This is an optimization exercise on Yosys and OpenROAD, whose aim is small area and a short achievable clock period, not a production implementation. Function was checked by simulation only, so behaviour that the tests miss may differ from the original. Power and IR drop assume default switching activity.

## orange
## branch_predictor
module branch_predictor
#(
  parameter int XLEN     = bp_pkg::XLEN,
  parameter int IDX_BITS = bp_pkg::IDX_BITS
)
(
  input  logic                clk,
  input  logic                rst,
  input  logic                f_valid,
  input  logic [XLEN-1:0]     f_pc,
  output logic                p_valid,
  output logic                p_taken,
  output logic [XLEN-1:0]     p_target,
  input  logic                r_valid,
  input  logic                r_is_branch,
  input  logic [XLEN-1:0]     r_pc,
  input  logic                r_taken,
  input  logic [XLEN-1:0]     r_target,
  input  logic                r_pred_taken,
  input  logic [XLEN-1:0]     r_pred_target,
  output logic                mispredict,
  output logic [XLEN-1:0]     redirect_pc
  ,
  output logic [31:0]         stat_branches,
  output logic [31:0]         stat_mispredicts
);
Size: roughly 4000 flip-flops.
Settings: LEC_CHECK=0, CAP_MARGIN=20, CORE_MARGIN=2, CORE_UTILIZATION=50, CTS_CLUSTER_DIAMETER=80, CTS_CLUSTER_SIZE=24, SETUP_SLACK_MARGIN=2.6, SLEW_MARGIN=20, SYNTH_HIERARCHICAL=1; clock period 5.2 ns.
run.sh (not shown) runs the stock make flow with config.mk's settings and CLKGATE_MAP_FILE= SYNTH_SCRIPT=/design/flow/synth_recipe.tcl, a recipe that flattens the netlist after the stock synthesis.
Having completed the whole flow, orange delivered a layout that passed the timing, design-rule and antenna checks.
[inputs] green vs orange
-- flow/design.v --
<<< orange, line 78
  bp_dec #(.N(IDX_BITS)) u_fdec (.idx(f_idx), .sel(f_sel));
  bp_dec #(.N(IDX_BITS)) u_fdec_d (.idx(f_idx), .sel(f_sel_d));
  bp_dec #(.N(IDX_BITS)) u_rdec (.idx(r_idx), .sel(r_sel));
  logic [ENTRIES-1:0]      e_hit;
  logic [ENTRIES*XLEN-1:0] f_rows_d;
>>> green, line 78
  bp_dec #(.N(IDX_BITS)) u_fdec (.idx(f_idx), .sel(f_sel));
  bp_dec #(.N(IDX_BITS)) u_fdec_d (.idx(f_idx), .sel(f_sel_d));
  logic [ENTRIES-1:0]  r_sel_w;
  bp_dec #(.N(IDX_BITS)) u_rdec (.idx(r_idx), .sel(r_sel));
  bp_dec #(.N(IDX_BITS)) u_rdec_w (.idx(r_idx), .sel(r_sel_w));
  logic [ENTRIES-1:0]      e_hit;
  logic [ENTRIES*XLEN-1:0] f_rows_d;
<<< orange, line 138
  assign wr_all = upd && r_taken;            
  logic [ENTRIES-1:0] e_en, e_en_n, c_en, c_en_n;
  bp_wen #(.N(ENTRIES)) u_ewen (.sel(r_sel),  .wr(wr_all), .en(e_en), .en_n(e_en_n));
  bp_wen #(.N(ENTRIES)) u_cwen (.sel(pq_sel), .wr(pq_wr),  .en(c_en), .en_n(c_en_n));
  logic [EW-1:0] e_nxt [ENTRIES];
>>> green, line 140
  assign wr_all = upd && r_taken;            
  logic [ENTRIES-1:0] e_en, e_en_n, c_en, c_en_n;
  bp_wen #(.N(ENTRIES)) u_ewen (.sel(r_sel_w),  .wr(wr_all), .en(e_en), .en_n(e_en_n));
  bp_wen #(.N(ENTRIES)) u_cwen (.sel(pq_sel), .wr(pq_wr),  .en(c_en), .en_n(c_en_n));
  logic [EW-1:0] e_nxt [ENTRIES];
Notes after the runs:
Minimum clock period after layout (higher): orange
Looking at green and orange, the fraction of power consumed by the clock network is a wash.
The clock-buffer cell count reported for green is greater than that of orange by 2.
In the flow results for green and orange, the transition time at the pin with the least slew margin is smaller on green.
Going from orange to green, logic gate share of total power +0.6 points; post-layout worst setup margin +0.19 ns.

--- another note on this design; it stands on its own ---

Design branch_predictor, start of the top module:
module branch_predictor
#(
  parameter int XLEN     = bp_pkg::XLEN,
  parameter int IDX_BITS = bp_pkg::IDX_BITS
)
(
  input  logic                clk,
  input  logic                rst,
  input  logic                f_valid,
  input  logic [XLEN-1:0]     f_pc,
  output logic                p_valid,
  output logic                p_taken,
  output logic [XLEN-1:0]     p_target,
  input  logic                r_valid,
  input  logic                r_is_branch,
  input  logic [XLEN-1:0]     r_pc,
  input  logic                r_taken,
  input  logic [XLEN-1:0]     r_target,
  input  logic                r_pred_taken,
  input  logic [XLEN-1:0]     r_pred_target,
  output logic                mispredict,
  output logic [XLEN-1:0]     redirect_pc
  ,
  output logic [31:0]         stat_branches,
  output logic [31:0]         stat_mispredicts
);
For scale: ~15000 cells after synthesis, ~4000 flip-flops, roughly 270 I/O pins, roughly 170000 um2 of cells after synthesis.
export LEC_CHECK = 0
export CAP_MARGIN = 20
export CORE_MARGIN = 2
export CORE_UTILIZATION = 50
export CTS_BUF_LIST = sky130_fd_sc_hd__clkbuf_8 sky130_fd_sc_hd__clkbuf_16
export CTS_CLUSTER_DIAMETER = 80
export CTS_CLUSTER_SIZE = 24
export SETUP_SLACK_MARGIN = 2.6
export SLEW_MARGIN = 20
export SYNTH_HIERARCHICAL = 1
create_clock -name core_clock -period 5.2 [get_ports {clk}]
run.sh (not shown) runs the stock make flow with config.mk's settings and CLKGATE_MAP_FILE= SYNTH_SCRIPT=/design/flow/synth_recipe.tcl, a recipe that flattens the netlist after the stock synthesis.
==> next run, changes <==
- CTS_BUF_LIST: sky130_fd_sc_hd__clkbuf_8 sky130_fd_sc_hd__clkbuf_16 -> default
- SETUP_SLACK_MARGIN: 2.6 -> 2.9
Synthesized area stays the same.
Power stays flat.
Sequential share of layout area goes down by 1.6 points.
Non-clock buffer count goes up by 239.
Global-route usage climbs by 1.6 points.
Utilization increases by 2.2 points.
Worst setup slack gets worse by 0.075 ns.
Critical path depth is higher by 3.
Maximum frequency decreases by 2.4%.
Final cell count went up by 1.4%.
Cell area climbs by 3.9%.

port drivers added, routing unchanged:
The results above use ideal ports. As a check the final layouts listed here were re-extracted and re-timed, cells and wires unchanged.
Step 1 (the two cells are an assumption about what drives the block):
set clk [get_ports {clk}]
set_driving_cell -lib_cell sky130_fd_sc_hd__clkbuf_16 $clk
set_driving_cell -lib_cell sky130_fd_sc_hd__buf_2 [delete_from_list [all_inputs] $clk]
Step 2, shift: input delay + t, output delay - t, t = (earliest + latest rising clock arrival at the registers) / 2. This alone moves slack from input paths to output paths.
a / b / c = no drivers / after step 1 / after step 2; a / b = the first two.
run | t, ns | setup slack, ns | hold slack, ns | worst setup path at the end | clock arrival spread, ns
orange | 1.063 | 2.161 / 2.050 / 1.151 | 0.320 / 0.245 / 0.476 | input to register | 0.075 / 0.075
green | 1.082 | 2.354 / 2.232 / 1.313 | 0.396 / 0.298 / 0.476 | input to register | 0.086 / 0.086
the first run of note 2 | 1.071 | 2.132 / 2.165 / 1.095 | 0.357 / 0.270 / 0.476 | input to register | 0.070 / 0.069
the second run of note 2 | 1.079 | 2.057 / 2.035 / 0.956 | 0.286 / 0.220 / 0.474 | input to register | 0.069 / 0.069
After both steps every run listed still meets setup and hold. For the second run of note 2, which loses most, drivers alone change the setup slack by -0.022 ns; drivers and shift together by -1.101 ns.
